What follows belongs to an exercise in optimizing a design on an open flow for small area, a short achievable clock period and few clock cycles per item; a production flow would make more cautious choices.
Where RTL was checked, it was by simulation tests only, not by an equivalence proof against the original.
No activity file was given, so power comes from the tool's default toggle rates.

==> wip/nickel <==
// csidhScheduler
module csidhScheduler (
	input logic clk,
	input logic rst,
	input logic start,
	input logic [csidhPkg::KEY_W-1:0] privateKey,
	output logic busy,
	output logic batchValid,
	output logic batchSign,
	output logic done,
	output logic [csidhPkg::NUM_PRIMES-1:0] batchMask,
	output logic [csidhPkg::COF_W-1:0] cofactor
);
==> flow/config.mk <==
export PLATFORM = sky130hd
export DESIGN_NAME = csidhScheduler
export DESIGN_NICKNAME = csidhScheduler
export VERILOG_FILES = /design/flow/design.v
export SDC_FILE = /design/flow/constraint.sdc
export NUM_CORES = 4
export LEC_CHECK = 0
export CAP_MARGIN = 20
export CORE_MARGIN = 2
export CORE_UTILIZATION = 40
export SETUP_SLACK_MARGIN = 4.5
export SLEW_MARGIN = 20
==> flow/constraint.sdc <==
create_clock -name core_clock -period 8.0 [get_ports {clk}]
set_input_delay 1.6000 -clock core_clock [delete_from_list [all_inputs] [get_ports {clk}]]
set_output_delay 1.6000 -clock core_clock [all_outputs]
set_load 0.01 [all_outputs]
run.sh (not shown) runs the stock make flow with config.mk's settings and CLKGATE_MAP_FILE= SYNTH_SCRIPT=/design/flow/synth_recipe.tcl, a recipe that flattens the netlist after the stock synthesis.
==> wip/zinc (differences from wip/nickel) <==
==> flow/design.v (replaced) <==
package csidhPkg;
	localparam int NUM_PRIMES = 130;
	localparam int KEY_W = 4 * NUM_PRIMES;
	localparam int COF_W = 64;
	localparam int DIG_W = 3;
	localparam int NUM_STAGES = (COF_W + DIG_W - 1) / DIG_W;
	localparam int PIPE_W = NUM_STAGES * DIG_W;
	localparam int REM_W = 10;
	localparam logic [COF_W-1:0] COF_ALL = 64'hdbe34c5460e36454;
	localparam int NUM_BUFS = 2;
	localparam int BUF_W = 1;
	localparam int BUF_GAP = NUM_STAGES - 1;
	localparam int REP_GAP = 4;
	localparam int AGE_W = $clog2(BUF_GAP + 1);
	localparam int NUM_CHUNKS = 17;
endpackage
`timescale 1ns/1ns
module exponentBank (
	input logic clk,
	input logic load,
	input logic [csidhPkg::KEY_W-1:0] privateKey,
	input logic [4:0] chunkSel,
	input logic chunkDir,
	output logic [7:0] chunkMatch,
	output logic [7:0] keyChunk0,
	output logic [7:0] keyChunk1,
	output logic [15:0] signChunks01,
	input logic maskDir,
	input logic [7:0] maskLo,
	input logic [7:0] maskHi,
	output logic [csidhPkg::NUM_PRIMES-1:0] mask,
	output logic maskSign
);
	localparam int NP = csidhPkg::NUM_PRIMES;
	logic [NP-1:0] signs;
	logic [8*(csidhPkg::NUM_CHUNKS+2)-1:0] matchAll;
	always_ff @(posedge clk) begin
		if (load) begin
			for (int i = 0; i < NP; i++) begin
				signs[i] <= privateKey[4 * (NP - 1 - i) + 3];
			end
		end
	end
	always_comb begin
		for (int i = 0; i < 8; i++) begin
			keyChunk0[i] = !privateKey[4 * (NP - 1 - i) + 3];
			keyChunk1[i] = !privateKey[4 * (NP - 1 - (i + 8)) + 3];
		end
	end
	assign signChunks01 = signs[15:0];
	always_comb begin
		matchAll = '0;
		matchAll[NP-1:0] = signs ^ {NP{!chunkDir}};
	end
	assign chunkMatch = matchAll[8*chunkSel +: 8];
	always_ff @(posedge clk) begin
		for (int i = 0; i < NP; i++) begin
			mask[i] <= (signs[i] == maskDir) && (8'(i) >= maskLo) && (8'(i) <= maskHi);
		end
		maskSign <= maskDir;
	end
endmodule
`timescale 1ns/1ns
module primeMultiplier (
	input logic [8:0] pHalf,
	input logic [csidhPkg::REM_W-1:0] remS,
	input logic [csidhPkg::REM_W-1:0] remC,
	input logic remCin,
	input logic [csidhPkg::DIG_W-1:0] xDig,
	output logic [csidhPkg::DIG_W-1:0] yDig,
	output logic [csidhPkg::REM_W-1:0] remSOut,
	output logic [csidhPkg::REM_W-1:0] remCOut,
	output logic remCinOut
);
	localparam int DW = csidhPkg::DIG_W;
	localparam int RW = csidhPkg::REM_W;
	localparam int SW = RW + DW;
	logic [9:0] p;
	logic [3:0] inv;
	logic [DW-1:0] t;
	logic [DW-1:0] y;
	logic [SW-1:0] rows [DW];
	logic [SW-1:0] sumS;
	logic [SW-1:0] sumC;
	logic [DW:0] lowSum;
	assign p = {pHalf, 1'b1};
	always_comb begin
		case (p[3:1])
			3'd0: inv = 4'd1;
			3'd1: inv = 4'd11;
			3'd2: inv = 4'd13;
			3'd3: inv = 4'd7;
			3'd4: inv = 4'd9;
			3'd5: inv = 4'd3;
			3'd6: inv = 4'd5;
			default: inv = 4'd15;
		endcase
	end
	logic [DW-1:0] ta;
	logic [DW-1:0] tb;
	logic [DW-1:0] tg;
	logic [DW-1:0] tp;
	logic [DW:0] tc;
	always_comb begin
		ta = xDig ^ ~remS[DW-1:0] ^ ~remC[DW-1:0];
		tb = ((xDig & ~remS[DW-1:0]) | (xDig & ~remC[DW-1:0]) | (~remS[DW-1:0] & ~remC[DW-1:0])) << 1;
		tb[0] = !remCin;
		tg = ta & tb;
		tp = ta ^ tb;
		tc[0] = 1'b1;
		for (int i = 0; i < DW; i++) begin
			logic run;
			tc[i+1] = 1'b0;
			run = 1'b1;
			for (int j = i; j >= 0; j--) begin
				tc[i+1] = tc[i+1] | (run & tg[j]);
				run = run & tp[j];
			end
			tc[i+1] = tc[i+1] | run;
		end
		t = tp ^ tc[DW-1:0];
	end
	assign y[0] = t[0];
	assign y[1] = t[1] ^ (t[0] & inv[1]);
	generate
		if (DW >= 3) begin : g_y2
			assign y[2] = t[2] ^ (t[1] & inv[1]) ^ (t[0] & inv[2]) ^ (t[0] & t[1] & inv[1]);
		end
		if (DW >= 4) begin : g_y3
			logic a, b, c, e;
			assign a = t[2];
			assign b = t[1] & inv[1];
			assign c = t[0] & inv[2];
			assign e = t[0] & t[1] & inv[1];
			assign y[3] = t[3] ^ (t[2] & inv[1]) ^ (t[1] & inv[2]) ^ (t[0] & inv[3]) ^
				((a & b) ^ (a & c) ^ (a & e) ^ (b & c) ^ (b & e) ^ (c & e));
		end
	endgenerate
	assign yDig = y;
	always_comb begin
		for (int j = 0; j < DW; j++) begin
			rows[j] = y[j] ? SW'(p) << j : '0;
		end
		sumS = SW'(remS);
		sumC = SW'(remC);
		for (int j = 0; j < DW; j++) begin
			logic [SW-1:0] a;
			a = sumS;
			sumS = a ^ sumC ^ rows[j];
			sumC = ((a & sumC) | (a & rows[j]) | (sumC & rows[j])) << 1;
			if (j == 0) sumC[0] = remCin;
		end
	end
	always_comb begin
		logic [DW-1:0] lg;
		logic [DW-1:0] lp;
		logic run;
		lg = sumS[DW-1:0] & sumC[DW-1:0];
		lp = sumS[DW-1:0] ^ sumC[DW-1:0];
		lowSum = '0;
		run = 1'b1;
		for (int i = DW - 1; i >= 0; i--) begin
			lowSum[DW] = lowSum[DW] | (run & lg[i]);
			run = run & lp[i];
		end
	end
	assign remSOut = sumS[SW-1:DW];
	assign remCOut = sumC[SW-1:DW];
	assign remCinOut = lowSum[DW];
endmodule
`timescale 1ns/1ns
module cofactorEngine (
	input logic clk,
	input logic rst,
	input logic [7:0] slotIdx,
	input logic slotTake,
	input logic slotFirst,
	input logic slotLast,
	input logic [csidhPkg::BUF_W-1:0] slotBuf,
	output logic [csidhPkg::COF_W-1:0] cofactor,
	output logic repStart,
	output logic preRepStart,
	output logic [csidhPkg::BUF_W-1:0] preRepBuf,
	output logic [csidhPkg::BUF_W-1:0] repBuf,
	output logic lastInFlight
);
	localparam int NS = csidhPkg::NUM_STAGES;
	localparam int DW = csidhPkg::DIG_W;
	localparam int RW = csidhPkg::REM_W;
	localparam int NB = csidhPkg::NUM_BUFS;
	localparam int BW = csidhPkg::BUF_W;
	localparam int PW = csidhPkg::PIPE_W;
	localparam logic [PW-1:0] COF_PAD = PW'(csidhPkg::COF_ALL);
	logic [7:0] dsIdx;
	logic dsTake;
	logic dsFirst;
	logic dsLast;
	logic [BW-1:0] dsBuf;
	logic [8:0] primeHalf;
	logic [9*NS-1:0] stP;
	logic [NS-1:0] stFirst;
	logic [NS-1:0] stLast;
	logic [BW*NS-1:0] stBuf;
	logic [RW*NS-1:0] stRemS;
	logic [RW*NS-1:0] stRemC;
	logic [NS-1:0] stCin;
	logic [PW-1:0] xDigits;
	logic [PW-1:0] yDigits;
	logic [RW*NS-1:0] remSOut;
	logic [RW*NS-1:0] remCOut;
	logic [NS-1:0] cinOut;
	logic [NB*PW-1:0] bufs;
	always_comb begin
		case (dsIdx)
			8'd0: primeHalf = 9'd1;
			8'd1: primeHalf = 9'd2;
			8'd2: primeHalf = 9'd3;
			8'd3: primeHalf = 9'd5;
			8'd4: primeHalf = 9'd6;
			8'd5: primeHalf = 9'd8;
			8'd6: primeHalf = 9'd9;
			8'd7: primeHalf = 9'd11;
			8'd8: primeHalf = 9'd14;
			8'd9: primeHalf = 9'd15;
			8'd10: primeHalf = 9'd18;
			8'd11: primeHalf = 9'd20;
			8'd12: primeHalf = 9'd21;
			8'd13: primeHalf = 9'd23;
			8'd14: primeHalf = 9'd26;
			8'd15: primeHalf = 9'd29;
			8'd16: primeHalf = 9'd30;
			8'd17: primeHalf = 9'd33;
			8'd18: primeHalf = 9'd35;
			8'd19: primeHalf = 9'd36;
			8'd20: primeHalf = 9'd39;
			8'd21: primeHalf = 9'd41;
			8'd22: primeHalf = 9'd44;
			8'd23: primeHalf = 9'd48;
			8'd24: primeHalf = 9'd50;
			8'd25: primeHalf = 9'd51;
			8'd26: primeHalf = 9'd53;
			8'd27: primeHalf = 9'd54;
			8'd28: primeHalf = 9'd56;
			8'd29: primeHalf = 9'd63;
			8'd30: primeHalf = 9'd65;
			8'd31: primeHalf = 9'd68;
			8'd32: primeHalf = 9'd69;
			8'd33: primeHalf = 9'd74;
			8'd34: primeHalf = 9'd75;
			8'd35: primeHalf = 9'd78;
			8'd36: primeHalf = 9'd81;
			8'd37: primeHalf = 9'd83;
			8'd38: primeHalf = 9'd86;
			8'd39: primeHalf = 9'd89;
			8'd40: primeHalf = 9'd90;
			8'd41: primeHalf = 9'd95;
			8'd42: primeHalf = 9'd96;
			8'd43: primeHalf = 9'd98;
			8'd44: primeHalf = 9'd99;
			8'd45: primeHalf = 9'd105;
			8'd46: primeHalf = 9'd111;
			8'd47: primeHalf = 9'd113;
			8'd48: primeHalf = 9'd114;
			8'd49: primeHalf = 9'd116;
			8'd50: primeHalf = 9'd119;
			8'd51: primeHalf = 9'd120;
			8'd52: primeHalf = 9'd125;
			8'd53: primeHalf = 9'd128;
			8'd54: primeHalf = 9'd131;
			8'd55: primeHalf = 9'd134;
			8'd56: primeHalf = 9'd135;
			8'd57: primeHalf = 9'd138;
			8'd58: primeHalf = 9'd140;
			8'd59: primeHalf = 9'd141;
			8'd60: primeHalf = 9'd146;
			8'd61: primeHalf = 9'd153;
			8'd62: primeHalf = 9'd155;
			8'd63: primeHalf = 9'd156;
			8'd64: primeHalf = 9'd158;
			8'd65: primeHalf = 9'd165;
			8'd66: primeHalf = 9'd168;
			8'd67: primeHalf = 9'd173;
			8'd68: primeHalf = 9'd174;
			8'd69: primeHalf = 9'd176;
			8'd70: primeHalf = 9'd179;
			8'd71: primeHalf = 9'd183;
			8'd72: primeHalf = 9'd186;
			8'd73: primeHalf = 9'd189;
			8'd74: primeHalf = 9'd191;
			8'd75: primeHalf = 9'd194;
			8'd76: primeHalf = 9'd198;
			8'd77: primeHalf = 9'd200;
			8'd78: primeHalf = 9'd204;
			8'd79: primeHalf = 9'd209;
			8'd80: primeHalf = 9'd210;
			8'd81: primeHalf = 9'd215;
			8'd82: primeHalf = 9'd216;
			8'd83: primeHalf = 9'd219;
			8'd84: primeHalf = 9'd221;
			8'd85: primeHalf = 9'd224;
			8'd86: primeHalf = 9'd228;
			8'd87: primeHalf = 9'd230;
			8'd88: primeHalf = 9'd231;
			8'd89: primeHalf = 9'd233;
			8'd90: primeHalf = 9'd239;
			8'd91: primeHalf = 9'd243;
			8'd92: primeHalf = 9'd245;
			8'd93: primeHalf = 9'd249;
			8'd94: primeHalf = 9'd251;
			8'd95: primeHalf = 9'd254;
			8'd96: primeHalf = 9'd260;
			8'd97: primeHalf = 9'd261;
			8'd98: primeHalf = 9'd270;
			8'd99: primeHalf = 9'd273;
			8'd100: primeHalf = 9'd278;
			8'd101: primeHalf = 9'd281;
			8'd102: primeHalf = 9'd284;
			8'd103: primeHalf = 9'd285;
			8'd104: primeHalf = 9'd288;
			8'd105: primeHalf = 9'd293;
			8'd106: primeHalf = 9'd296;
			8'd107: primeHalf = 9'd299;
			8'd108: primeHalf = 9'd300;
			8'd109: primeHalf = 9'd303;
			8'd110: primeHalf = 9'd306;
			8'd111: primeHalf = 9'd308;
			8'd112: primeHalf = 9'd309;
			8'd113: primeHalf = 9'd315;
			8'd114: primeHalf = 9'd320;
			8'd115: primeHalf = 9'd321;
			8'd116: primeHalf = 9'd323;
			8'd117: primeHalf = 9'd326;
			8'd118: primeHalf = 9'd329;
			8'd119: primeHalf = 9'd330;
			8'd120: primeHalf = 9'd336;
			8'd121: primeHalf = 9'd338;
			8'd122: primeHalf = 9'd341;
			8'd123: primeHalf = 9'd345;
			8'd124: primeHalf = 9'd350;
			8'd125: primeHalf = 9'd354;
			8'd126: primeHalf = 9'd359;
			8'd127: primeHalf = 9'd363;
			8'd128: primeHalf = 9'd366;
			8'd129: primeHalf = 9'd491;
			default: primeHalf = 9'd0;
		endcase
	end
	genvar d;
	generate
		for (d = 0; d < NS; d++) begin : g_stage
			logic [DW-1:0] xIn;
			logic [RW-1:0] remS;
			logic [RW-1:0] remC;
			logic remCin;
			assign xIn = xDigits[DW*d +: DW];
			if (d == 0) begin : g_first
				assign remS = '0;
				assign remC = '0;
				assign remCin = 1'b0;
			end else begin : g_rest
				assign remS = stRemS[RW*d +: RW];
				assign remC = stRemC[RW*d +: RW];
				assign remCin = stCin[d];
			end
			primeMultiplier stage_i (
				.pHalf(stP[9*d +: 9]),
				.remS(remS),
				.remC(remC),
				.remCin(remCin),
				.xDig(xIn),
				.yDig(yDigits[DW*d +: DW]),
				.remSOut(remSOut[RW*d +: RW]),
				.remCOut(remCOut[RW*d +: RW]),
				.remCinOut(cinOut[d])
			);
		end
	endgenerate
	always_ff @(posedge clk) begin
		dsIdx <= slotIdx;
		dsTake <= slotTake;
		dsFirst <= slotFirst;
		dsBuf <= slotBuf;
		stP <= {stP[9*(NS-1)-1:0], dsTake ? primeHalf : 9'd0};
		stFirst <= {stFirst[NS-2:0], dsFirst};
		stBuf <= {stBuf[BW*(NS-1)-1:0], dsBuf};
		stRemS <= {remSOut[RW*(NS-1)-1:0], {RW{1'b0}}};
		stRemC <= {remCOut[RW*(NS-1)-1:0], {RW{1'b0}}};
		stCin <= {cinOut[NS-2:0], 1'b0};
		for (int i = 0; i < NS; i++) begin
			if (i == 0 ? dsFirst : stFirst[i-1]) begin
				xDigits[DW*i +: DW] <= COF_PAD[DW*i +: DW];
			end else begin
				xDigits[DW*i +: DW] <= yDigits[DW*i +: DW];
			end
		end
		for (int i = 0; i < NS; i++) begin
			for (int b = 0; b < NB; b++) begin
				if (stLast[i] && stBuf[BW*i +: BW] == BW'(b)) begin
					bufs[PW*b + DW*i +: DW] <= yDigits[DW*i +: DW];
				end
			end
		end
		if (rst) begin
			dsLast <= 1'b0;
			stLast <= '0;
		end else begin
			dsLast <= slotLast;
			stLast <= {stLast[NS-2:0], dsLast};
		end
	end
	always_ff @(posedge clk) begin
		if (repStart) begin
			for (int b = 0; b < NB; b++) begin
				if (repBuf == BW'(b)) cofactor <= bufs[PW*b +: csidhPkg::COF_W];
			end
			cofactor[csidhPkg::COF_W-1:DW*(NS-1)] <= yDigits[csidhPkg::COF_W-1:DW*(NS-1)];
		end
	end
	assign repStart = stLast[NS-1];
	assign preRepStart = stLast[NS-2];
	assign preRepBuf = stBuf[BW*(NS-2) +: BW];
	assign repBuf = stBuf[BW*(NS-1) +: BW];
	assign lastInFlight = dsLast || |stLast;
endmodule
`timescale 1ns/1ns
module batchSequencer (
	input logic clk,
	input logic rst,
	input logic start,
	output logic busy,
	output logic load,
	output logic [4:0] chunkSel,
	output logic chunkDir,
	input logic [7:0] chunkMatch,
	input logic [7:0] keyChunk0,
	input logic [7:0] keyChunk1,
	input logic [15:0] signChunks01,
	output logic [7:0] slotIdx,
	output logic slotTake,
	output logic slotFirst,
	output logic slotLast,
	output logic [csidhPkg::BUF_W-1:0] slotBuf,
	input logic repStart,
	input logic preRepStart,
	input logic [csidhPkg::BUF_W-1:0] preRepBuf,
	input logic [csidhPkg::BUF_W-1:0] repBuf,
	input logic lastInFlight,
	output logic maskDir,
	output logic [7:0] maskLo,
	output logic [7:0] maskHi,
	output logic batchValid,
	output logic done
);
	localparam int NB = csidhPkg::NUM_BUFS;
	localparam int BW = csidhPkg::BUF_W;
	localparam int AW = csidhPkg::AGE_W;
	localparam logic [2:0] ST_IDLE = 3'd0;
	localparam logic [2:0] ST_SCAN = 3'd1;
	localparam logic [2:0] ST_PAD = 3'd2;
	localparam logic [2:0] ST_FIN = 3'd3;
	localparam logic [2:0] ST_DONE = 3'd4;
	logic [2:0] state;
	logic dir;
	logic [4:0] chunk;
	logic [7:0] chunkBits;
	logic [7:0] nextBits;
	logic [3:0] members;
	logic newBatch;
	logic [BW-1:0] wrBuf;
	logic phaseFirst;
	logic metaDir [NB];
	logic metaFirst [NB];
	logic [7:0] metaHi [NB];
	logic [AW-1:0] bufAge [NB];
	logic [2:0] repAge;
	logic [2:0] repCnt;
	logic repDir;
	logic [7:0] repLo;
	logic [7:0] repHi;
	logic has;
	logic [2:0] pick;
	logic [7:0] rest;
	logic [7:0] idx;
	logic full;
	logic exhausted;
	logic open_;
	logic endOk;
	logic take;
	logic endNow;
	logic needPad;
	logic switchDir;
	logic [BW-1:0] wrBufNext;
	logic [2:0] stateNext;
	logic busyQ;
	logic doneQ;
	logic validQ;
	assign busy = busyQ;
	assign load = start && !busyQ;
	assign done = doneQ;
	assign batchValid = validQ;
	assign maskDir = repDir;
	assign maskLo = repLo;
	assign maskHi = repHi;
	always_comb begin
		has = chunkBits != 8'd0;
		pick = 3'd0;
		for (int i = 7; i >= 0; i--) begin
			if (chunkBits[i]) pick = 3'(i);
		end
		rest = chunkBits & (chunkBits - 8'd1);
		idx = {chunk[4:0], pick};
	end
	always_comb begin
		wrBufNext = (wrBuf == BW'(NB - 1)) ? '0 : wrBuf + 1'b1;
		endOk = bufAge[wrBuf] == AW'(csidhPkg::BUF_GAP) && repAge == 3'(csidhPkg::REP_GAP);
		full = has && members == 4'd15;
		take = has && (!full || endOk);
		exhausted = chunk == 5'(csidhPkg::NUM_CHUNKS - 1) && (!has || (take && rest == 8'd0));
		open_ = members != 4'd0 || take;
		endNow = (full && endOk) || (exhausted && open_ && endOk);
		needPad = exhausted && open_ && !endOk;
		switchDir = state == ST_SCAN && exhausted && !needPad || state == ST_PAD && endOk;
	end
	assign chunkSel = chunk + 5'd2;
	assign chunkDir = dir;
	always_comb begin
		stateNext = state;
		case (state)
			ST_IDLE, ST_DONE: stateNext = start ? ST_SCAN : ST_IDLE;
			ST_SCAN: begin
				if (exhausted) begin
					if (needPad) stateNext = ST_PAD;
					else if (dir) stateNext = ST_FIN;
				end
			end
			ST_PAD: begin
				if (endOk) stateNext = dir ? ST_FIN : ST_SCAN;
			end
			ST_FIN: begin
				if (!lastInFlight && repCnt <= 3'd1) stateNext = ST_DONE;
			end
			default: stateNext = ST_IDLE;
		endcase
	end
	always_comb begin
		slotIdx = idx;
		slotTake = 1'b0;
		slotFirst = 1'b0;
		slotLast = 1'b0;
		slotBuf = wrBuf;
		if (state == ST_SCAN) begin
			slotTake = take;
			slotFirst = newBatch;
			slotLast = endNow;
		end else if (state == ST_PAD) begin
			slotLast = endOk;
		end
	end
	always_ff @(posedge clk) begin
		for (int b = 0; b < NB; b++) begin
			if (bufAge[b] != AW'(csidhPkg::BUF_GAP)) bufAge[b] <= bufAge[b] + 1'b1;
		end
		if (repAge != 3'(csidhPkg::REP_GAP)) repAge <= repAge + 3'd1;
		if (slotLast && !rst) begin
			bufAge[wrBuf] <= '0;
			repAge <= 3'd0;
			metaDir[wrBuf] <= dir;
			metaFirst[wrBuf] <= phaseFirst;
			phaseFirst <= 1'b0;
			metaHi[wrBuf] <= (state == ST_SCAN && full) ? idx : 8'd255;
			wrBuf <= wrBufNext;
		end
		if (rst) begin
			state <= ST_IDLE;
			busyQ <= 1'b0;
			doneQ <= 1'b0;
			validQ <= 1'b0;
			repCnt <= 3'd0;
			wrBuf <= '0;
			for (int b = 0; b < NB; b++) begin
				bufAge[b] <= AW'(csidhPkg::BUF_GAP);
			end
			repAge <= 3'(csidhPkg::REP_GAP);
		end else begin
			state <= stateNext;
			busyQ <= stateNext == ST_SCAN || stateNext == ST_PAD || stateNext == ST_FIN;
			doneQ <= stateNext == ST_DONE;
			validQ <= repStart || repCnt > 3'd1;
			if (preRepStart) begin
				repDir <= metaDir[preRepBuf];
				repLo <= metaFirst[preRepBuf] ? 8'd0 : repHi + 8'd1;
				repHi <= metaHi[preRepBuf];
			end
			if (repStart) begin
				repCnt <= 3'd5;
			end else if (repCnt != 3'd0) begin
				repCnt <= repCnt - 3'd1;
			end
			case (state)
				ST_IDLE, ST_DONE: begin
					if (start) begin
						dir <= 1'b0;
						chunk <= 5'd0;
						chunkBits <= keyChunk0;
						nextBits <= keyChunk1;
						members <= 4'd0;
						newBatch <= 1'b1;
						phaseFirst <= 1'b1;
					end
				end
				ST_SCAN: begin
					if (endNow) begin
						newBatch <= 1'b1;
						members <= 4'd0;
					end else begin
						newBatch <= 1'b0;
						if (take) members <= members + 4'd1;
					end
					if (exhausted) begin
						if (needPad) begin
						end else if (!dir) begin
							dir <= 1'b1;
							chunk <= 5'd0;
							chunkBits <= signChunks01[7:0];
							nextBits <= signChunks01[15:8];
							phaseFirst <= 1'b1;
						end else begin
						end
					end else if (!has || (take && rest == 8'd0)) begin
						chunk <= chunk + 5'd1;
						chunkBits <= nextBits;
						nextBits <= chunkMatch;
					end else if (take) begin
						chunkBits <= rest;
					end
				end
				ST_PAD: begin
					if (endOk) begin
						newBatch <= 1'b1;
						members <= 4'd0;
						if (!dir) begin
							dir <= 1'b1;
							chunk <= 5'd0;
							chunkBits <= signChunks01[7:0];
							nextBits <= signChunks01[15:8];
							phaseFirst <= 1'b1;
						end else begin
						end
					end
				end
				ST_FIN: begin
					if (!lastInFlight && repCnt <= 3'd1) begin
					end
				end
				default: begin
				end
			endcase
		end
	end
endmodule
`timescale 1ns/1ns
module csidhScheduler (
	input logic clk,
	input logic rst,
	input logic start,
	input logic [csidhPkg::KEY_W-1:0] privateKey,
	output logic busy,
	output logic batchValid,
	output logic batchSign,
	output logic done,
	output logic [csidhPkg::NUM_PRIMES-1:0] batchMask,
	output logic [csidhPkg::COF_W-1:0] cofactor
);
	logic load;
	logic [4:0] chunkSel;
	logic chunkDir;
	logic [7:0] chunkMatch;
	logic [7:0] keyChunk0;
	logic [7:0] keyChunk1;
	logic [15:0] signChunks01;
	logic maskDir;
	logic [7:0] maskLo;
	logic [7:0] maskHi;
	logic [7:0] slotIdx;
	logic slotTake;
	logic slotFirst;
	logic slotLast;
	logic [csidhPkg::BUF_W-1:0] slotBuf;
	logic repStart;
	logic preRepStart;
	logic [csidhPkg::BUF_W-1:0] preRepBuf;
	logic [csidhPkg::BUF_W-1:0] repBuf;
	logic lastInFlight;
	exponentBank bank_i (
		.clk(clk),
		.load(load),
		.privateKey(privateKey),
		.chunkSel(chunkSel),
		.chunkDir(chunkDir),
		.chunkMatch(chunkMatch),
		.keyChunk0(keyChunk0),
		.keyChunk1(keyChunk1),
		.signChunks01(signChunks01),
		.maskDir(maskDir),
		.maskLo(maskLo),
		.maskHi(maskHi),
		.mask(batchMask),
		.maskSign(batchSign)
	);
	batchSequencer seq_i (
		.clk(clk),
		.rst(rst),
		.start(start),
		.busy(busy),
		.load(load),
		.chunkSel(chunkSel),
		.chunkDir(chunkDir),
		.chunkMatch(chunkMatch),
		.keyChunk0(keyChunk0),
		.keyChunk1(keyChunk1),
		.signChunks01(signChunks01),
		.slotIdx(slotIdx),
		.slotTake(slotTake),
		.slotFirst(slotFirst),
		.slotLast(slotLast),
		.slotBuf(slotBuf),
		.repStart(repStart),
		.preRepStart(preRepStart),
		.preRepBuf(preRepBuf),
		.repBuf(repBuf),
		.lastInFlight(lastInFlight),
		.maskDir(maskDir),
		.maskLo(maskLo),
		.maskHi(maskHi),
		.batchValid(batchValid),
		.done(done)
	);
	cofactorEngine cof_i (
		.clk(clk),
		.rst(rst),
		.slotIdx(slotIdx),
		.slotTake(slotTake),
		.slotFirst(slotFirst),
		.slotLast(slotLast),
		.slotBuf(slotBuf),
		.cofactor(cofactor),
		.repStart(repStart),
		.preRepStart(preRepStart),
		.preRepBuf(preRepBuf),
		.repBuf(repBuf),
		.lastInFlight(lastInFlight)
	);
endmodule
SETUP_SLACK_MARGIN = 5.0   (was 4.5)
==> comparison <==
- wip/zinc passed the timing, DRC and antenna checks. wip/nickel went through all stages and came out clean.
- Clock power: wip/zinc is higher than wip/nickel (about 9%).
- Between wip/zinc and wip/nickel, the lower final cell count is in wip/nickel (gap about 8%, measured against wip/nickel).
- Between wip/zinc and wip/nickel, the lower sequential cell count is in wip/nickel (gap 68).
- Worst hold slack: wip/zinc is higher than wip/nickel (0.021 ns).
- In wip/nickel the non-clock buffer count is lower than in wip/zinc, by 56.
- Combinational power is about the same in wip/nickel and wip/zinc.
==> figures <==
                                                             wip/zinc  wip/nickel
Result of the run                    no timing/DRC/antenna violations  no timing/DRC/antenna violations
Well Taps                                                       1,876       1,781
Portion of the layout cell area used by non-clock buffers      0.0693      0.0743
Net Sw Frac                                                     0.353       0.370
Final cell count without fillers                                7,279       6,763
CP Class                                                   reg -> reg  reg -> out
Minimum setup slack after placement                           4.06 ns     3.81 ns
Post-Place Cells                                                6,839       6,431
Sum of met2 wire segment lengths after detailed routing       65.8 mm     66.9 mm
Clock tree buffer count of the final layout                       176         170
Routed vias/inst                                                 4.89        4.98
Global Route met1 Usage                                         0.260       0.290
Area inside the core boundary                              0.140 mm^2  0.135 mm^2
Testbench counts of wip/nickel, summed over its fixed seeds: cycles 4,018, keys 24.
Only the layout flow was run in wip/zinc; the RTL was not checked for function there.

what the ideal ports hide:
How much do the figures lean on ideal ports? The routed layouts below were timed once more, with nothing changed but the port constraints.
Step 1 (the two cells are an assumption about what drives the block):
set clk [get_ports {clk}]
set_driving_cell -lib_cell sky130_fd_sc_hd__clkbuf_16 $clk
set_driving_cell -lib_cell sky130_fd_sc_hd__buf_2 [delete_from_list [all_inputs] $clk]
Step 2 moves the port delays by t, midway between the first and last clock arrival at a register: inputs arrive t later, outputs are due t later. That takes back most of the time a late clock gives input paths.
Slacks: ideal / step 1 / step 2; pairs: ideal / step 1.
run | shift t [ns] | setup WS [ns] | worst setup path after step 2 | cell pins on the clock port's net
wip/nickel | 0.797 | 4.250 / 4.175 / 4.033 | input to register | 1
wip/zinc | 0.837 | 4.911 / 4.911 / 4.283 | input to register | 1
After both steps setup and hold are still met in every run listed. The setup slack of wip/zinc, which loses most, moves by 0.000 ns with the drivers and by -0.628 ns with both steps.
